Background: an optimization exercise with open tools, aiming at a short achievable clock period and few clock cycles. Do not read the settings as production practice.
In this exercise RTL edits were held to simulation tests only and were not proved equivalent to the original.

==> flow/design.v <==
package matrix_calc_pkg;
	localparam int MAX_DIM  = 5;                   
	localparam int CELLS    = MAX_DIM * MAX_DIM;   
	localparam int ELEM_W   = 8;                   
	localparam int ELEM_MAX = 9;                   
	localparam int DIM_W    = 3;
	localparam int IDX_W    = 5;                   
	localparam int RES_W    = 16;                  
	localparam int TICK_CYCLES = 16;
	localparam int HOLD_TICKS  = 3;
	typedef logic [DIM_W-1:0]  dim_t;
	typedef logic [IDX_W-1:0]  idx_t;
	typedef logic [ELEM_W-1:0] elem_t;
	typedef logic [RES_W-1:0]  res_t;
	typedef elem_t [CELLS-1:0] mat_t;    
	typedef enum logic [2:0] {
		OP_TRANSPOSE = 3'd0,
		OP_SCALAR    = 3'd1,
		OP_ADD       = 3'd2,
		OP_MULTIPLY  = 3'd3
	} op_e;
	typedef enum logic [2:0] {
		IDLE,
		CHECK,
		COMPUTE,
		SEND,
		ERROR
	} calc_state_e;
	typedef enum logic [1:0] {
		GET_M,
		GET_N,
		GET_ELEM
	} load_state_e;
endpackage
`timescale 1ns/100ps
module matrix_loader (
	input  logic                   clk,
	input  logic                   rst_n,
	input  logic                   rx_valid,
	input  logic [7:0]             rx_data,
	output logic                   wr_en,
	output logic                   wr_slot,
	output matrix_calc_pkg::dim_t  wr_m,
	output matrix_calc_pkg::dim_t  wr_n,
	output matrix_calc_pkg::mat_t  wr_data,
	output logic                   load_error
);
	matrix_calc_pkg::load_state_e state;
	matrix_calc_pkg::dim_t        m_q;
	matrix_calc_pkg::dim_t        n_q;
	matrix_calc_pkg::idx_t        cnt;        
	matrix_calc_pkg::idx_t        last_idx;
	logic [matrix_calc_pkg::CELLS*matrix_calc_pkg::ELEM_W-1:0] elem_buf;   
	logic                         slot;       
	logic                         dim_ok;
	logic                         elem_ok;
	assign dim_ok   = (rx_data != 8'd0) && (rx_data <= 8'(matrix_calc_pkg::MAX_DIM));
	assign elem_ok  = rx_data <= 8'(matrix_calc_pkg::ELEM_MAX);
	assign last_idx = matrix_calc_pkg::idx_t'(m_q) * matrix_calc_pkg::idx_t'(n_q) - 1'b1;
	assign wr_slot = slot;
	assign wr_m    = m_q;
	assign wr_n    = n_q;
	assign wr_data = elem_buf;
	always_ff @(posedge clk or negedge rst_n) begin
		if (!rst_n) begin
			state      <= matrix_calc_pkg::GET_M;
			m_q        <= '0;
			n_q        <= '0;
			cnt        <= '0;
			slot       <= 1'b0;
			wr_en      <= 1'b0;
			load_error <= 1'b0;
		end else begin
			wr_en      <= 1'b0;
			load_error <= 1'b0;
			if (wr_en)
				slot <= ~slot;   
			if (rx_valid) begin
				unique case (state)
					matrix_calc_pkg::GET_M: begin
						m_q <= matrix_calc_pkg::dim_t'(rx_data);
						if (dim_ok)
							state <= matrix_calc_pkg::GET_N;
						else
							load_error <= 1'b1;
					end
					matrix_calc_pkg::GET_N: begin
						n_q <= matrix_calc_pkg::dim_t'(rx_data);
						cnt <= '0;
						load_error <= !dim_ok;
						state <= dim_ok ? matrix_calc_pkg::GET_ELEM : matrix_calc_pkg::GET_M;
					end
					default: begin   
						if (!elem_ok) begin
							load_error <= 1'b1;
							state <= matrix_calc_pkg::GET_M;
						end else if (cnt == last_idx) begin
							wr_en <= 1'b1;   
							state <= matrix_calc_pkg::GET_M;
						end else begin
							cnt <= cnt + 1'b1;
						end
					end
				endcase
			end
		end
	end
	always_ff @(posedge clk) begin
		if (rx_valid && elem_ok && state == matrix_calc_pkg::GET_ELEM)
			elem_buf[matrix_calc_pkg::ELEM_W*cnt +: matrix_calc_pkg::ELEM_W] <= rx_data;
	end
endmodule
`timescale 1ns/100ps
module matrix_store (
	input  logic                  clk,
	input  logic                  rst_n,
	input  logic                  wr_en,
	input  logic                  wr_slot,
	input  matrix_calc_pkg::dim_t wr_m,
	input  matrix_calc_pkg::dim_t wr_n,
	input  matrix_calc_pkg::mat_t wr_data,
	output matrix_calc_pkg::dim_t a_m,
	output matrix_calc_pkg::dim_t a_n,
	output matrix_calc_pkg::mat_t a_data,
	output logic                  a_valid,
	output matrix_calc_pkg::dim_t b_m,
	output matrix_calc_pkg::dim_t b_n,
	output matrix_calc_pkg::mat_t b_data,
	output logic                  b_valid
);
	matrix_calc_pkg::dim_t m_r    [2];
	matrix_calc_pkg::dim_t n_r    [2];
	matrix_calc_pkg::mat_t data_r [2];
	logic [1:0]            valid_r;
	always_ff @(posedge clk or negedge rst_n) begin
		if (!rst_n)
			valid_r <= '0;   
		else if (wr_en)
			valid_r[wr_slot] <= 1'b1;
	end
	always_ff @(posedge clk) begin
		if (wr_en) begin
			m_r[wr_slot]    <= wr_m;
			n_r[wr_slot]    <= wr_n;
			data_r[wr_slot] <= wr_data;
		end
	end
	assign a_m     = m_r[0];
	assign a_n     = n_r[0];
	assign a_data  = data_r[0];
	assign a_valid = valid_r[0];
	assign b_m     = m_r[1];
	assign b_n     = n_r[1];
	assign b_data  = data_r[1];
	assign b_valid = valid_r[1];
endmodule
`timescale 1ns/100ps
module matrix_alu (
	input  logic                   clk,
	input  logic                   rst_n,
	input  logic                   alu_start,
	input  matrix_calc_pkg::op_e   op,
	input  matrix_calc_pkg::elem_t scalar,
	input  matrix_calc_pkg::dim_t  a_m,
	input  matrix_calc_pkg::dim_t  a_n,
	input  matrix_calc_pkg::mat_t  a_data,
	input  logic                   a_valid,
	input  matrix_calc_pkg::dim_t  b_m,
	input  matrix_calc_pkg::dim_t  b_n,
	input  matrix_calc_pkg::mat_t  b_data,
	input  logic                   b_valid,
	input  matrix_calc_pkg::idx_t  rd_idx,
	output logic                   alu_done,
	output logic                   alu_ok,
	output matrix_calc_pkg::dim_t  res_m,
	output matrix_calc_pkg::dim_t  res_n,
	output matrix_calc_pkg::res_t  rd_elem
);
	matrix_calc_pkg::res_t res_buf [matrix_calc_pkg::CELLS];
	matrix_calc_pkg::dim_t r, c, k;      
	matrix_calc_pkg::dim_t rm, rn;       
	matrix_calc_pkg::res_t acc, val;
	matrix_calc_pkg::idx_t a_rc, a_cr, a_rk, b_kc, out_idx;
	logic running;
	logic fit;
	logic k_last;
	logic last_cell;
	logic [matrix_calc_pkg::CELLS*matrix_calc_pkg::ELEM_W-1:0] a_flat, b_flat;   
	assign a_flat = a_data;
	assign b_flat = b_data;
	assign a_rc    = matrix_calc_pkg::idx_t'(r) * matrix_calc_pkg::idx_t'(a_n) + matrix_calc_pkg::idx_t'(c);
	assign a_cr    = matrix_calc_pkg::idx_t'(c) * matrix_calc_pkg::idx_t'(a_n) + matrix_calc_pkg::idx_t'(r);
	assign a_rk    = matrix_calc_pkg::idx_t'(r) * matrix_calc_pkg::idx_t'(a_n) + matrix_calc_pkg::idx_t'(k);
	assign b_kc    = matrix_calc_pkg::idx_t'(k) * matrix_calc_pkg::idx_t'(b_n) + matrix_calc_pkg::idx_t'(c);
	assign out_idx = matrix_calc_pkg::idx_t'(r) * matrix_calc_pkg::idx_t'(rn) + matrix_calc_pkg::idx_t'(c);
	assign k_last    = (op != matrix_calc_pkg::OP_MULTIPLY) || (k == a_n - 1'b1);
	assign last_cell = (r == rm - 1'b1) && (c == rn - 1'b1);
	always_comb begin
		unique case (op)
			matrix_calc_pkg::OP_TRANSPOSE,
			matrix_calc_pkg::OP_SCALAR:   fit = a_valid;
			matrix_calc_pkg::OP_ADD:      fit = a_valid && b_valid && a_m == b_m && a_n == b_n;
			matrix_calc_pkg::OP_MULTIPLY: fit = a_valid && b_valid && a_n == b_m;
			default:                      fit = 1'b0;
		endcase
	end
	always_comb begin
		unique case (op)
			matrix_calc_pkg::OP_TRANSPOSE: val = matrix_calc_pkg::res_t'(a_flat[matrix_calc_pkg::ELEM_W*a_cr +: matrix_calc_pkg::ELEM_W]);
			matrix_calc_pkg::OP_SCALAR:    val = matrix_calc_pkg::res_t'(a_flat[matrix_calc_pkg::ELEM_W*a_rc +: matrix_calc_pkg::ELEM_W]) * matrix_calc_pkg::res_t'(scalar);
			matrix_calc_pkg::OP_ADD:       val = matrix_calc_pkg::res_t'(a_flat[matrix_calc_pkg::ELEM_W*a_rc +: matrix_calc_pkg::ELEM_W]) + matrix_calc_pkg::res_t'(b_flat[matrix_calc_pkg::ELEM_W*a_rc +: matrix_calc_pkg::ELEM_W]);
			matrix_calc_pkg::OP_MULTIPLY:  val = acc + matrix_calc_pkg::res_t'(a_flat[matrix_calc_pkg::ELEM_W*a_rk +: matrix_calc_pkg::ELEM_W]) * matrix_calc_pkg::res_t'(b_flat[matrix_calc_pkg::ELEM_W*b_kc +: matrix_calc_pkg::ELEM_W]);
			default:                       val = '0;
		endcase
	end
	always_ff @(posedge clk or negedge rst_n) begin
		if (!rst_n) begin
			running <= 1'b0;
			alu_done <= 1'b0;
			alu_ok <= 1'b0;
			{r, c, k} <= '0;
			{rm, rn} <= '0;
			acc <= '0;
		end else begin
			alu_done <= 1'b0;
			if (alu_start) begin
				{r, c, k} <= '0;
				acc <= '0;
				running <= fit;
				alu_done <= !fit;   
				alu_ok <= 1'b0;
				rm <= (op == matrix_calc_pkg::OP_TRANSPOSE) ? a_n : a_m;
				rn <= (op == matrix_calc_pkg::OP_TRANSPOSE) ? a_m :
					(op == matrix_calc_pkg::OP_MULTIPLY) ? b_n : a_n;
			end else if (running) begin
				if (!k_last) begin
					acc <= val;   
					k <= k + 1'b1;
				end else begin
					acc <= '0;
					k <= '0;
					if (last_cell) begin
						running <= 1'b0;
						alu_done <= 1'b1;
						alu_ok <= 1'b1;
					end else if (c == rn - 1'b1) begin
						c <= '0;
						r <= r + 1'b1;
					end else begin
						c <= c + 1'b1;
					end
				end
			end
		end
	end
	always_ff @(posedge clk) begin
		if (running && k_last)
			res_buf[out_idx] <= val;
	end
	assign res_m   = rm;
	assign res_n   = rn;
	assign rd_elem = res_buf[rd_idx];   
endmodule
`timescale 1ns/100ps
module result_sender (
	input  logic                  clk,
	input  logic                  rst_n,
	input  logic                  send_start,
	input  logic                  tx_busy,
	input  matrix_calc_pkg::dim_t res_m,
	input  matrix_calc_pkg::dim_t res_n,
	input  matrix_calc_pkg::res_t rd_elem,
	output matrix_calc_pkg::idx_t rd_idx,
	output logic                  tx_start,
	output logic [7:0]            tx_data,
	output logic                  send_done
);
	logic                              active;
	logic                              gap;         
	logic [matrix_calc_pkg::IDX_W:0]   byte_idx;    
	logic [matrix_calc_pkg::IDX_W:0]   elem_byte;
	logic [matrix_calc_pkg::IDX_W:0]   last_byte;
	assign last_byte = {matrix_calc_pkg::idx_t'(res_m) * matrix_calc_pkg::idx_t'(res_n), 1'b1};
	assign elem_byte = byte_idx - 2'd2;
	assign rd_idx    = elem_byte[matrix_calc_pkg::IDX_W:1];   
	assign tx_start = active && !gap && !tx_busy;
	always_comb begin
		if (byte_idx == '0)
			tx_data = 8'(res_m);
		else if (byte_idx == 1)
			tx_data = 8'(res_n);
		else if (!byte_idx[0])
			tx_data = rd_elem[matrix_calc_pkg::RES_W-1 -: 8];
		else
			tx_data = rd_elem[7:0];
	end
	always_ff @(posedge clk or negedge rst_n) begin
		if (!rst_n) begin
			active <= 1'b0;
			gap <= 1'b0;
			byte_idx <= '0;
			send_done <= 1'b0;
		end else begin
			send_done <= 1'b0;
			gap <= tx_start;
			if (send_start) begin
				active <= 1'b1;
				byte_idx <= '0;
			end else if (tx_start) begin
				if (byte_idx == last_byte) begin
					active <= 1'b0;
					send_done <= 1'b1;
				end else begin
					byte_idx <= byte_idx + 1'b1;
				end
			end
		end
	end
endmodule
`timescale 1ns/100ps
module countdown_timer (
	input  logic clk,
	input  logic rst_n,
	input  logic timer_start,
	output logic active,
	output logic expired
);
	logic [$clog2(matrix_calc_pkg::TICK_CYCLES)-1:0] presc;
	logic [$clog2(matrix_calc_pkg::HOLD_TICKS)-1:0]  ticks;   
	always_ff @(posedge clk or negedge rst_n) begin
		if (!rst_n) begin
			active <= 1'b0;
			expired <= 1'b0;
			presc <= '0;
			ticks <= '0;
		end else begin
			expired <= 1'b0;
			if (timer_start) begin
				active <= 1'b1;
				presc <= '0;
				ticks <= ($clog2(matrix_calc_pkg::HOLD_TICKS))'(matrix_calc_pkg::HOLD_TICKS - 1);
			end else if (active) begin
				if (presc == ($clog2(matrix_calc_pkg::TICK_CYCLES))'(matrix_calc_pkg::TICK_CYCLES - 1)) begin
					presc <= '0;
					if (ticks == '0) begin
						active <= 1'b0;
						expired <= 1'b1;   
					end else begin
						ticks <= ticks - 1'b1;
					end
				end else begin
					presc <= presc + 1'b1;
				end
			end
		end
	end
endmodule
`timescale 1ns/100ps
module calc_fsm (
	input  logic                   clk,
	input  logic                   rst_n,
	input  logic                   confirm,
	input  logic [7:0]             command,
	input  logic [7:0]             scalar_in,
	input  logic                   load_error,
	input  logic                   alu_done,
	input  logic                   alu_ok,
	input  logic                   send_done,
	input  logic                   timer_active,
	input  logic                   timer_expired,
	output logic                   alu_start,
	output matrix_calc_pkg::op_e   op,
	output matrix_calc_pkg::elem_t scalar,
	output logic                   send_start,
	output logic                   timer_start,
	output logic                   busy,
	output logic                   error
);
	matrix_calc_pkg::calc_state_e state, next_state;
	logic [2:0]                   op_q;        
	matrix_calc_pkg::elem_t       scalar_q;
	logic                         load_err_q;
	logic                         bad_cmd;
	assign bad_cmd = (op_q > 3'(matrix_calc_pkg::OP_MULTIPLY)) ||
		(op_q == matrix_calc_pkg::OP_SCALAR && scalar_q > 8'(matrix_calc_pkg::ELEM_MAX));
	always_comb begin
		next_state = state;
		unique case (state)
			matrix_calc_pkg::IDLE: begin
				if (load_error || load_err_q)
					next_state = matrix_calc_pkg::ERROR;
				else if (confirm && !timer_active)
					next_state = matrix_calc_pkg::CHECK;
			end
			matrix_calc_pkg::CHECK:
				next_state = bad_cmd ? matrix_calc_pkg::ERROR : matrix_calc_pkg::COMPUTE;
			matrix_calc_pkg::COMPUTE: begin
				if (alu_done)
					next_state = alu_ok ? matrix_calc_pkg::SEND : matrix_calc_pkg::ERROR;
			end
			matrix_calc_pkg::SEND: begin
				if (send_done)
					next_state = matrix_calc_pkg::IDLE;
			end
			matrix_calc_pkg::ERROR: begin
				if (timer_expired)
					next_state = matrix_calc_pkg::IDLE;
			end
			default: next_state = matrix_calc_pkg::IDLE;
		endcase
	end
	always_ff @(posedge clk or negedge rst_n) begin
		if (!rst_n) begin
			state <= matrix_calc_pkg::IDLE;
			op_q <= '0;
			scalar_q <= '0;
			load_err_q <= 1'b0;
			alu_start <= 1'b0;
			send_start <= 1'b0;
		end else begin
			state <= next_state;
			alu_start <= (state == matrix_calc_pkg::CHECK) && !bad_cmd;
			send_start <= (state == matrix_calc_pkg::COMPUTE) && alu_done && alu_ok;
			if (state == matrix_calc_pkg::IDLE && confirm && !timer_active) begin
				op_q <= command[2:0];
				scalar_q <= scalar_in;
			end
			if (state == matrix_calc_pkg::IDLE)
				load_err_q <= 1'b0;   
			else if (load_error && state != matrix_calc_pkg::ERROR)
				load_err_q <= 1'b1;
		end
	end
	assign timer_start = (next_state == matrix_calc_pkg::ERROR) && (state != matrix_calc_pkg::ERROR);
	assign error       = (state == matrix_calc_pkg::ERROR) && !timer_expired;
	assign busy        = (state == matrix_calc_pkg::CHECK) || (state == matrix_calc_pkg::COMPUTE) ||
		(state == matrix_calc_pkg::SEND);
	assign op          = matrix_calc_pkg::op_e'(op_q);
	assign scalar      = scalar_q;
endmodule
`timescale 1ns/100ps
module matrix_calc_top (
	input  logic       clk,
	input  logic       rst_n,
	input  logic       rx_valid,
	input  logic [7:0] rx_data,
	input  logic [7:0] command,
	input  logic [7:0] scalar_in,
	input  logic       confirm,
	input  logic       tx_busy,
	output logic       tx_start,
	output logic [7:0] tx_data,
	output logic       busy,
	output logic       error,
	output logic       timer_active
);
	logic                   wr_en, wr_slot, load_error;
	matrix_calc_pkg::dim_t  wr_m, wr_n;
	matrix_calc_pkg::mat_t  wr_data;
	matrix_calc_pkg::dim_t  a_m, a_n, b_m, b_n;
	matrix_calc_pkg::mat_t  a_data, b_data;
	logic                   a_valid, b_valid;
	logic                   alu_start, alu_done, alu_ok;
	logic                   send_start, send_done;
	logic                   timer_start, timer_expired;
	matrix_calc_pkg::op_e   op;
	matrix_calc_pkg::elem_t scalar;
	matrix_calc_pkg::dim_t  res_m, res_n;
	matrix_calc_pkg::idx_t  rd_idx;
	matrix_calc_pkg::res_t  rd_elem;
	matrix_loader u_loader (.clk, .rst_n, .rx_valid, .rx_data, .wr_en, .wr_slot,
		.wr_m, .wr_n, .wr_data, .load_error);
	matrix_store u_store (.clk, .rst_n, .wr_en, .wr_slot, .wr_m, .wr_n, .wr_data,
		.a_m, .a_n, .a_data, .a_valid, .b_m, .b_n, .b_data, .b_valid);
	matrix_alu u_alu (.clk, .rst_n, .alu_start, .op, .scalar,
		.a_m, .a_n, .a_data, .a_valid, .b_m, .b_n, .b_data, .b_valid,
		.rd_idx, .alu_done, .alu_ok, .res_m, .res_n, .rd_elem);
	result_sender u_sender (.clk, .rst_n, .send_start, .tx_busy, .res_m, .res_n,
		.rd_elem, .rd_idx, .tx_start, .tx_data, .send_done);
	countdown_timer u_timer (.clk, .rst_n, .timer_start, .active(timer_active),
		.expired(timer_expired));
	calc_fsm u_fsm (.clk, .rst_n, .confirm, .command, .scalar_in, .load_error,
		.alu_done, .alu_ok, .send_done, .timer_active, .timer_expired,
		.alu_start, .op, .scalar, .send_start, .timer_start, .busy, .error);
endmodule
==> flow/run.sh <==
#!/bin/bash
# synth_recipe.tcl (not shown) runs the flow's synth.tcl, then flattens the netlist and writes it again
# the make line also repeats each setting of config.mk as NAME=value (left out here)
make -C /OpenROAD-flow-scripts/flow DESIGN_CONFIG=/design/flow/config.mk WORK_HOME=/design/flow/orfs CLKGATE_MAP_FILE= SYNTH_SCRIPT=/design/flow/synth_recipe.tcl finish
==> flow/config.mk <==
export PLATFORM = sky130hd
export DESIGN_NAME = matrix_calc_top
export DESIGN_NICKNAME = matrix_calc_top
export VERILOG_FILES = /design/flow/design.v
export SDC_FILE = /design/flow/constraint.sdc
export NUM_CORES = 4
export LEC_CHECK = 0
export CAP_MARGIN = 20
export CORE_MARGIN = 2
export CORE_UTILIZATION = 40
export SLEW_MARGIN = 20
==> flow/constraint.sdc <==
create_clock -name core_clock -period 11.0 [get_ports {clk}]
set_input_delay 2.2000 -clock core_clock [delete_from_list [all_inputs] [get_ports {clk}]]
set_output_delay 2.2000 -clock core_clock [all_outputs]
set_load 0.01 [all_outputs]
==> run notes <==
[power groups by stage]
stage | Clock [W] | Combinational, W | Sequential, W
global route | 0.00393 | 0.00176 | 0.00458
CTS | 0.00379 | 0.00167 | 0.00458
detailed placement | 0 | 0.00166 | 0.00467
floorplan | 0 | 0.00114 | 0.00463
global placement | 0 | 0.00165 | 0.00467
finish | 0.00371 | 0.00164 | 0.00458
[per-layer routing]
layer  GRT usage, %  vias to the layer above
met5              0                        -
met1          27.45                    16110
met2          32.57                     1057
met3          3.687                      253
li1               -                    13320
met4          6.068                        0
[through the flow]
| stage | utilization (%) | cell area [um2] | worst slack (ns) | hold slack, ns |
|---|---|---|---|---|
| after floorplan | - | 55510 | 0.5021 | 0.4391 |
| after global placement | 42.37 | 58320 | 1.617 | 0.4478 |
| after detailed placement | 42.44 | 58420 | 1.553 | 0.4513 |
| after CTS | 45.03 | 61980 | 1.539 | 0.4331 |
| after global routing | 45.09 | 62070 | 1.243 | 0.4581 |
| final | 45.09 | 62070 | 1.791 | 0.4264 |
[synth_stat cells (all sizes together) (11+ instances only)]
| cell | n | share of area [%] |
|---|---|---|
| mux2i | 70 | 1.3 |
| nor2 | 189 | 1.3 |
| o22ai | 15 | 0.17 |
| ha | 139 | 3.1 |
| nand2 | 200 | 1.4 |
| mux2 | 215 | 4.4 |
| a22o | 13 | 0.21 |
| clkbuf | 106 | 0.72 |
| a311oi | 11 | 0.17 |
| nor3 | 13 | 0.12 |
| a21oi | 103 | 0.97 |
| mux4 | 386 | 16 |
| edfxtp | 1012 | 55 |
| a21o | 17 | 0.23 |
| inv | 215 | 1.5 |
| a211oi | 19 | 0.26 |
| nand3 | 14 | 0.13 |
| buf | 66 | 0.63 |
| or2 | 16 | 0.18 |
| nand2b | 36 | 0.41 |
| o21ai | 54 | 0.51 |
| nor2b | 41 | 0.46 |
| dfrtp | 86 | 3.9 |
| xor2 | 29 | 0.51 |
| fa | 104 | 3.8 |
| and2 | 47 | 0.53 |
| xnor2 | 68 | 1.1 |
[worst max-delay path by stage]
stage	startpoint	end	slack, ns
finish	u_alu.k[2]	u_alu.acc[11]	1.79
global route	u_alu.k[2]	u_alu.res_buf[3][13]	1.24
CTS	u_store.n_r[0][0]	u_alu.res_buf[4][11]	1.54
detailed placement	u_store.n_r[0][0]	u_alu.res_buf[24][11]	1.55
global placement	u_store.n_r[0][0]	u_alu.res_buf[11][11]	1.62
floorplan	u_loader.slot	u_store.valid_r[0]	0.50
[kinds of logic (layout without fill, tap and decap cells)]
kind of cell / count (synthesis) / in the layout / synth area share [%]
buffers and inverters: 387 / 548 / 2.799
muxes: 671 / 671 / 21.28
and+or+nand+nor: 617 / 617 / 5.290
other: 0 / 3 / 0
adders and majority gates: 243 / 243 / 6.884
xor gates and xnor gates: 99 / 99 / 1.695
DFF: 1098 / 1098 / 58.62
AOI/OAI and AO/OA: 295 / 295 / 3.424
[final cells by class]
cell class                 instances  share of cell area, %
sequential                      1098                  52.43
clock inverter                    72                  1.095
inverter                         215                  1.300
timing repair buffer             127                  1.824
multi-input combinational       1925                  35.07
antenna                            3                0.01209
tap                             1794                  3.616
clock buffer                     134                  4.648
[cells in the final DEF, fill, tap and decap left out, drive strengths merged, types with 70 or more instances in the layout]
cell / n
inv: 223
fa: 104
a21oi: 103
mux2: 215
nand2: 200
edfxtp: 1012
nor2: 189
ha: 139
clkbuf: 134
dfrtp: 86
buf: 93
mux4: 386
mux2i: 70
[critical path: stages, from the launching register on]
cell,delay (ns)
dfrtp_1,0.54
nand2_1,0.13
fa_1,0.55
inv_1,0.05
fa_1,0.53
fa_2,0.74
buf_4,0.34
nor4b_2,0.91
a21oi_1,0.17
o21ai_1,0.68
nand2b_1,0.17
fa_1,0.54
inv_1,0.05
fa_1,0.49
fa_1,0.55
inv_1,0.05
fa_1,0.47
inv_1,0.04
ha_1,0.30
o21a_1,0.17
o21ai_0,0.14
nand2b_1,0.13
and3_1,0.23
or3_1,0.33
a32o_2,0.47
a22o_1,0.29
[registers in the layout, indices dropped and copies added, names as in the netlist, 5 cells and up]
signal             cells
u_alu.res_buf        400
u_sender.byte_idx      6
u_alu.acc             16
u_store.m_r            6
u_store.n_r            6
u_store.data_r       400
u_loader.cnt           5
u_fsm.scalar_q         8
u_loader.elem_buf    200
==> flow_metrics.env <==
export IMPL_drtAntennaViolNets=0
export IMPL_antenna_found_initial=3
export IMPL_setup_viol=0
export IMPL_via_per_inst=5.726
export IMPL_syn_nets=3682
export IMPL_pin_count=41
export IMPL_rows=136
export IMPL_die_w_um=376.5
export IMPL_cts_resized=0
export IMPL_yosysSeqAreaShare_pct=58.62
export IMPL_coreArea_um2=137700
export IMPL_root_buffer="clkbuf_16"
export IMPL_wl_met3_um=9498
export IMPL_wl_um=141300
export IMPL_met1Wirelength_um=59750
export IMPL_regToRegSetupSlack_ns=1.79
export IMPL_combPwrFrac_pct=16.5
export IMPL_synthArstFlopShare_pct=7.832
export IMPL_dp_hpwl_um=91650
export IMPL_start_kind="flop"
export IMPL_grt_overflow_total=0
export IMPL_worstHoldPathCells=0
export IMPL_fin_crit_ns=9.210
export IMPL_hold_viol=0
export IMPL_arrival_ns=9.80
export IMPL_setup_tns_ns=0
export IMPL_grt_pass1_wl_um=208600
export IMPL_die_y_um=376.5
export IMPL_rsz0062_at_grt="no"
export IMPL_hold_start="u_loader.elem_buf[67]"
export IMPL_postCtsHoldBufs=0
export IMPL_worstSetupPathType="flop to flop"
export IMPL_leakagePower_nw=20.93
export IMPL_power_share_switching_pct=26.49
export IMPL_p_clk_share_pct=37.4
export IMPL_ys_ff_latch=1098
export IMPL_final_max_slew_viol_count=0
export IMPL_power_w=0.009931
export IMPL_grt_pass1_vias=31230
export IMPL_holdPathEnd="u_store.data_r[0][67]"
export IMPL_cts_tree="built"
export IMPL_wl_per_cell_um=26.32
export IMPL_n_fill_cell=11950
export IMPL_synth_warnings=6
export IMPL_holdCritPathClass="flop to flop"
export IMPL_power_density_nw_per_um2=160.0
export IMPL_htreeDepth=3
export IMPL_fmax_mhz=108.6
export IMPL_drcViolationCount=0
export IMPL_grt_util_all_layers_pct=20.03
export IMPL_dieArea_um2=141800
export IMPL_drive_above_1_share_pct=26.02
export IMPL_relSlewSlack_pct=15.53
export IMPL_syn_avg_cell_area_um2=16.28
export IMPL_clk_pin_slew_ns=0.06
export IMPL_cts_setup_buffers=0
export IMPL_cp_max_fo=26
export IMPL_final_nets=3751
export IMPL_p_int_w=0.007300
export IMPL_highest_layer="met4"
export IMPL_worstSetupEndpointType="flop"
export IMPL_multi_input_comb_area_um2=21770
export IMPL_start_util_pct=40.32
export IMPL_ff_latch_area_um2=32550
export IMPL_synth_cell_type_count=74
export IMPL_peakVddDrop_uv=305.0
export IMPL_final_cells=5368
export IMPL_outcome="finished clean"
export IMPL_vias=30740
export IMPL_r2r_cells=25
export IMPL_synth_edff_count=1012
export IMPL_pwr_share_seq_pct=46.1
export IMPL_clkLatencyLatePin_ns=0.76
export IMPL_drtIter0Drc=3070
export IMPL_cts_sinks=1098
export IMPL_cts_inserted_buffers=112
export IMPL_grt_max_degree=161
export IMPL_gp_congestion=0.8564
export IMPL_period_share_pct=83.72
export IMPL_dr_pass1_iters=7
export IMPL_ys_flop_type="edfxtp_1"
export IMPL_rr_startpoint="u_alu.k[2]"
export IMPL_io_buffer_count=35
export IMPL_wl_met2_um=67700
export IMPL_cp_required_ns=11.59
export IMPL_areaGrowthSynthToFinish_pct=11.82
export IMPL_power_switching_w=0.002631
export IMPL_r2r_end="u_alu.acc[11]"
export IMPL_placed_cells=5157
export IMPL_cap_violations=0
export IMPL_synthesis_area_um2=55510
export IMPL_clockBufferDepth=3
export IMPL_fin_worst_skew_ns=0.06615
export IMPL_netlist_instances=3410
export IMPL_tightest_slew_ns=1.267
Testbench counts, summed over its fixed seeds: cycles 315,591.

==> afterwards: timing with drivers on the ports <==
Ports are ideal in the flow. The routed layout listed here was re-timed in OpenROAD.
Step 1 assumes that a clkbuf_16 drives the clock port and a buf_2 every other input.
Step 2 times the ports against the registers' clock, not the clock port: input delays grow and output delays shrink by t, the midpoint of the rising clock arrivals with the driver on.
a / b / c = ideal / step 1 / step 2; a / b = the first two.
t (ns): 0.799
setup slack, ns: 1.790 / 1.790 / 1.790
hold WS [ns]: 0.426 / 0.426 / 0.426
worst setup path after step 2: register to register
slew at the worst register clock pin (ns): 0.07 / 0.07
After both steps this run still meets setup and hold. For this run, drivers alone change the setup slack by 0.000 ns; drivers and shift together by 0.000 ns.
